Source: an optimization exercise on an open RTL-to-GDS flow (aim: small area, a short achievable clock period and few clock cycles per item). Production flows keep margins and buffers that such runs may drop.
In this exercise RTL edits were held to simulation tests only and were not proved equivalent to the original.
Power and IR drop assume default switching activity.

## run 1
## wqe_fetch_top
module wqe_fetch_top
#(
    parameter int MAX_QP   = 16,
    parameter int SQ_DEPTH = 4096,
    parameter int BODY     = 32          
)(
    input  logic                  clk,
    input  logic                  rst_n,
    output logic                  o_fetch_ready,
    input  logic                  i_arbit_val,
    input  logic [QPID_WIDTH-1:0] i_qp_idx,
    input  logic [MAX_QP-1:0]     i_active,
    input  logic [MAX_QP-1:0]     i_wqe_cache_alfull,
    input  logic [ADDR_WIDTH-1:0] i_sq_base,
    output logic [ADDR_WIDTH-1:0] o_axi_araddr,
    output logic                  o_axi_arvalid,
    input  logic                  i_axi_arready,
    input  logic [WQE_WIDTH-1:0]  i_axi_rdata,
    input  logic                  i_axi_rvalid,
    output logic                  o_axi_rready,
    output logic                  o_wqe_cache_wr,
    output logic [WQE_WIDTH-1:0]  o_wqe,
    input  logic [MAX_QP-1:0]     i_wqe_cache_full
);
    localparam int PI_WIDTH = $clog2(SQ_DEPTH);
    localparam int BA       = $clog2(BODY);
    localparam int OFF_LSB  = $clog2(WQE_BYTES);
    localparam int OFF_W    = ADDR_WIDTH - OFF_LSB;
    logic                  g_valid;
    logic [QPID_WIDTH-1:0] g_qp;
    logic [PI_WIDTH-1:0]   sq_pi  [MAX_QP];
    logic [MAX_QP-1:0]     pi_vld;
    logic                  ar_valid;
    logic [OFF_W-1:0]      ar_addr;
    logic                  hd_vld;
    logic [QPID_WIDTH-1:0] hd_qp;
    logic [MAX_QP-1:0]     hd_sel;      
    logic [QPID_WIDTH-1:0] body [BODY];
    logic [BA:0]           bwp;
    logic [BA:0]           brp;
    logic                  req_ok_q;
    logic                  grant;
    logic                  xfer;
    logic                  ar_fire;
    logic                  push;
    logic                  body_empty;
    logic                  body_full;
    logic                  to_head;
    logic [PI_WIDTH-1:0]   cur_pi;
    logic [QPID_WIDTH-1:0] hd_nxt;
    function automatic logic [OFF_W-1:0] prefix_add(input logic [OFF_W-1:0] a,
                                                    input logic [OFF_W-1:0] b);
        logic [OFF_W-1:0] g;
        logic [OFF_W-1:0] p;
  ...
For scale: about 1,400 cells after synthesis, roughly 21,000 um2 of cells after synthesis.
==> flow/config.mk <==
export PLATFORM = sky130hd
export DESIGN_NAME = wqe_fetch_top
export DESIGN_NICKNAME = wqe_fetch_top
export VERILOG_FILES = /design/flow/design.v
export SDC_FILE = /design/flow/constraint.sdc
export NUM_CORES = 4
export LEC_CHECK = 0
export CAP_MARGIN = 20
export CORE_AREA = 10 10 410 410
export DIE_AREA = 0 0 420 420
export SETUP_SLACK_MARGIN = 4.0
export SLEW_MARGIN = 20
==> flow/constraint.sdc <==
create_clock -name core_clock -period 8.0 [get_ports {clk}]
set_input_delay 1.6000 -clock core_clock [delete_from_list [all_inputs] [get_ports {clk}]]
set_output_delay 1.6000 -clock core_clock [all_outputs]
set_load 0.01 [all_outputs]
standard.sh (not shown) runs the stock make flow with config.mk's settings and CLKGATE_MAP_FILE= SYNTH_SCRIPT=/design/flow/synth_recipe.tcl, a recipe that flattens the netlist after the stock synthesis.
==> flow/flow/run.sh <==
#!/bin/bash
# Standard layout with three changes: port buffers are buf_1, constant outputs share
# tie cells through per-port buffers (flow/ties.tcl), and CTS adds no dummy loads.
set -euo pipefail
here=$(pwd)
export BUFFER_PORTS_ARGS="-buffer_cell sky130_fd_sc_hd__buf_1"
export POST_GLOBAL_PLACE_TCL=$here/flow/ties.tcl
export CTS_ARGS="-sink_clustering_enable -repair_clock_nets -dont_use_dummy_load -buf_list {sky130_fd_sc_hd__clkbuf_4} -sink_clustering_size 9 -sink_clustering_max_diameter 30"
bash standard.sh > standard.log 2>&1
Other scripts of this flow, unchanged in this note and not shown: flow/flow/ties.tcl
Per the final summary, run 1 finished and its layout is clean on timing, DRC and antenna.
Testbench counts of run 1, summed over its fixed seeds: cycles 11,267, items 8,000.
Setup changes, run 1 to run 2
==> flow/flow/run.sh <==
#!/bin/bash
# Standard layout with three changes: port buffers are buf_1, constant outputs share
# tie cells through per-port buffers (flow/ties.tcl), and CTS adds no dummy loads.
set -euo pipefail
here=$(pwd)
export BUFFER_PORTS_ARGS="-buffer_cell sky130_fd_sc_hd__buf_1"
export POST_GLOBAL_PLACE_TCL=$here/flow/ties.tcl
export CTS_ARGS="-sink_clustering_enable -repair_clock_nets -dont_use_dummy_load"
bash standard.sh > standard.log 2>&1
--- outcome ---
Run 2 vs run 1 — total vias in the final route dropped 316. Per the comparison of run 2 with run 1, routed wire length fell by 390 um; register cell area after layout now sits at about the same level; total power of the final layout rose about 8%; synthesis-to-finish area growth increased 1.3 points; total setup buffers inserted after CTS now sits higher. Between run 1 and run 2, the flow reports number of global-route vias before repair decreasing by a few percent. Diff run 1 -> run 2: combinational share of power moved down; post-detailed-placement half-perimeter wirelength level; hold slack level.
Relative to run 2, the following input files were edited for run 3:
==> flow/flow/run.sh <==
#!/bin/bash
# Standard layout with three changes: port buffers are buf_1, constant outputs share
# tie cells through per-port buffers (flow/ties.tcl), and CTS adds no dummy loads.
set -euo pipefail
here=$(pwd)
export BUFFER_PORTS_ARGS="-buffer_cell sky130_fd_sc_hd__buf_1"
export POST_GLOBAL_PLACE_TCL=$here/flow/ties.tcl
export CTS_ARGS="-sink_clustering_enable -repair_clock_nets -dont_use_dummy_load -buf_list {sky130_fd_sc_hd__clkbuf_4 sky130_fd_sc_hd__clkbuf_8}"
bash standard.sh > standard.log 2>&1
[summary]
Looking at run 2 and run 3, the register area is a wash. Run 2 -> run 3: remaining routing DRC violations delta 0, exact match. Run 2 and run 3 ended up with nearly the same final area. Run 3 vs. run 2: relative area change from synthesis to final layout shows no meaningful change; worst hold slack shows no meaningful change; total global routing track utilization shows no meaningful change; switching share of power shows an increase of 0.96 points.

==> static timing again, ports no longer ideal <==
How much do the figures lean on ideal ports? The routed layouts below were timed once more, with nothing changed but the port constraints. Step 1: set_driving_cell puts a clkbuf_16 on clk and a buf_2 on each other input, an assumption about the parent block. Step 2 moves the port delays by t, midway between the first and last clock arrival at a register: inputs arrive t later, outputs are due t later. That takes back most of the time a late clock gives input paths. Three values: ideal, step 1, step 2; two values: the first two.
| run | t (ns) | setup WS [ns] | hold WS [ns] | worst setup path after step 2 |
|---|---|---|---|---|
| run 1 | 0.740 | 3.947 / 3.899 / 3.774 | 0.452 / 0.452 / 0.452 | input to register |
| run 2 | 0.562 | 3.947 / 3.903 / 3.851 | 0.449 / 0.449 / 0.449 | input to register |
| run 3 | 0.615 | 3.948 / 3.901 / 3.851 | 0.450 / 0.450 / 0.450 | input to register |
After both steps every run listed still meets setup and hold. The setup slack of run 1, which loses most, moves by -0.048 ns with the drivers and by -0.173 ns with both steps.
